This design comes from an exercise in tuning for small area, a short achievable clock period and few clock cycles per item on the open sky130 flow, not from production work. The RTL was checked by simulation tests, not by an equivalence proof against the original design. No activity file was given, so power comes from the tool's default toggle rates.

Design systolic_mm_top, start of the top module:
module systolic_mm_top (
    input  logic                  clk,
    input  logic                  rst,
    input  logic                  in_valid,
    input  logic [8-1:0] in_data,
    output logic                  out_valid,
    output logic [8-1:0] out_data,
    output logic                  busy,
    output logic                  done
);
export LEC_CHECK = 0
export CAP_MARGIN = 20
export CORE_MARGIN = 2
export CORE_UTILIZATION = 70
export CTS_CLUSTER_DIAMETER = 60
export CTS_CLUSTER_SIZE = 34
export SETUP_SLACK_MARGIN = 3.7
export SLEW_MARGIN = 20
create_clock -name core_clock -period 6.0 [get_ports {clk}]
standard.sh (not shown) runs the stock make flow with config.mk's settings and CLKGATE_MAP_FILE= SYNTH_SCRIPT=/design/flow/synth_recipe.tcl, a recipe that flattens the netlist after the stock synthesis.
==> flow/flow/run.sh <==
#!/bin/bash
set -euo pipefail
cd "$(dirname "$0")/.."
first='proc synth {args} { yosys synth -nofsm -noshare {*}$args }'
[[ "$(head -1 synth_recipe.tcl)" == "$first" ]] || { echo "unexpected synth_recipe.tcl" >&2; exit 1; }
{ echo 'proc synth {args} { yosys synth -nofsm -noshare -noabc {*}$args }'; tail -n +2 synth_recipe.tcl; } > noabc_synth.tcl
sed "s#SYNTH_SCRIPT=$PWD/synth_recipe.tcl#SYNTH_SCRIPT=$PWD/noabc_synth.tcl#; s#^make #make CTS_ARGS='-sink_clustering_enable -repair_clock_nets -sink_clustering_size 34 -sink_clustering_max_diameter 60 -sink_clustering_levels 1' #" standard.sh > noabc_standard.sh
bash noabc_standard.sh > layout.log 2>&1
Testbench counts at the start, summed over its fixed seeds: cycles 24,072, jobs 128.
==> next run, changes <==
==> flow/flow/run.sh (replaced) <==
#!/bin/bash
# Standard ORFS layout, except that synthesis skips the "abc -fast" pass of
# yosys synth's fine step (synth -noabc), so extract_fa sees the adder
# logic as written instead of after an ABC remap that flips polarities and
# leaves inverters around the full-adder cells. Everything else is the standard flow's
# standard.sh and synth_recipe.tcl unchanged.
set -euo pipefail
cd "$(dirname "$0")/.."
first='proc synth {args} { yosys synth -nofsm -noshare {*}$args }'
[[ "$(head -1 synth_recipe.tcl)" == "$first" ]] || { echo "unexpected synth_recipe.tcl" >&2; exit 1; }
{ echo 'proc synth {args} { yosys synth -nofsm -noshare -noabc {*}$args }'; tail -n +2 synth_recipe.tcl; } > noabc_synth.tcl
grep -q "SYNTH_SCRIPT=$PWD/synth_recipe.tcl" standard.sh || { echo "unexpected standard.sh" >&2; exit 1; }
sed "s#SYNTH_SCRIPT=$PWD/synth_recipe.tcl#SYNTH_SCRIPT=$PWD/noabc_synth.tcl#" standard.sh > noabc_standard.sh
bash noabc_standard.sh > layout.log 2>&1
--- a/flow/config.mk
+++ b/flow/config.mk
@@ -11,3 +11,3 @@
 export CTS_CLUSTER_DIAMETER = 60
-export CTS_CLUSTER_SIZE = 34
+export CTS_CLUSTER_SIZE = 30
 export SETUP_SLACK_MARGIN = 3.7
Outcome: Synthesized cell count is unchanged; combinational power went up slightly; power went up slightly; utilization went up by 0.42 points; global-route usage went up by 0.16 points; die area is unchanged; area after synthesis does not change; clock power went up by a few percent; critical path depth is unchanged; wire length went up by a few percent; fmax went down slightly.
==> next run, changes <==
==> flow/flow/run.sh (replaced) <==
#!/bin/bash
set -euo pipefail
cd "$(dirname "$0")/.."
first='proc synth {args} { yosys synth -nofsm -noshare {*}$args }'
[[ "$(head -1 synth_recipe.tcl)" == "$first" ]] || { echo "unexpected synth_recipe.tcl" >&2; exit 1; }
{ echo 'proc synth {args} { yosys synth -nofsm -noshare -noabc {*}$args }'; tail -n +2 synth_recipe.tcl; } > noabc_synth.tcl
sed "s#SYNTH_SCRIPT=$PWD/synth_recipe.tcl#SYNTH_SCRIPT=$PWD/noabc_synth.tcl#; s#^make #make CTS_ARGS='-sink_clustering_enable -repair_clock_nets -sink_clustering_size 34 -sink_clustering_max_diameter 60 -num_static_layers 1' #" standard.sh > noabc_standard.sh
bash noabc_standard.sh > layout.log 2>&1
--- a/flow/config.mk
+++ b/flow/config.mk
@@ -11,3 +11,3 @@
 export CTS_CLUSTER_DIAMETER = 60
-export CTS_CLUSTER_SIZE = 30
+export CTS_CLUSTER_SIZE = 34
 export SETUP_SLACK_MARGIN = 3.7
Hold slack hardly moves.
Core utilization goes down by 0.25 points.
Combinational power goes down by about 0.7%.
Non-clock buffer count goes down by 12.
Die area does not change.
Register-to-register slack barely changes.
Critical path depth goes up by 7.

port drivers added, routing unchanged:
Ports are ideal in the flow. The routed layouts listed here were re-timed in OpenROAD. Step 1 sets driving cells, clkbuf_16 on the clock port and buf_2 on the other inputs (assumed; they add their load-dependent delay and slew). Step 2 moves the port delays by t, midway between the first and last clock arrival at a register: inputs arrive t later, outputs are due t later. That takes back most of the time a late clock gives input paths. Three values: ideal ports, drivers, drivers and shift; two values: the first two.
| run | shift t [ns] | setup WS [ns] | worst hold slack (ns) | worst setup path at the end | latest minus earliest clock arrival (ns) |
|---|---|---|---|---|---|
| the first run | 0.695 | 3.722 / 3.656 / 3.087 | 0.331 / 0.331 / 0.331 | input to register | 0.039 / 0.040 |
| the second run | 0.721 | 3.695 / 3.628 / 3.029 | 0.332 / 0.332 / 0.332 | input to register | 0.050 / 0.050 |
| the third run | 0.693 | 3.701 / 3.661 / 3.041 | 0.331 / 0.331 / 0.331 | input to register | 0.038 / 0.038 |
After both steps every run listed still meets setup and hold. For the second run, which loses most, drivers alone change the setup slack by -0.067 ns; drivers and shift together by -0.666 ns.
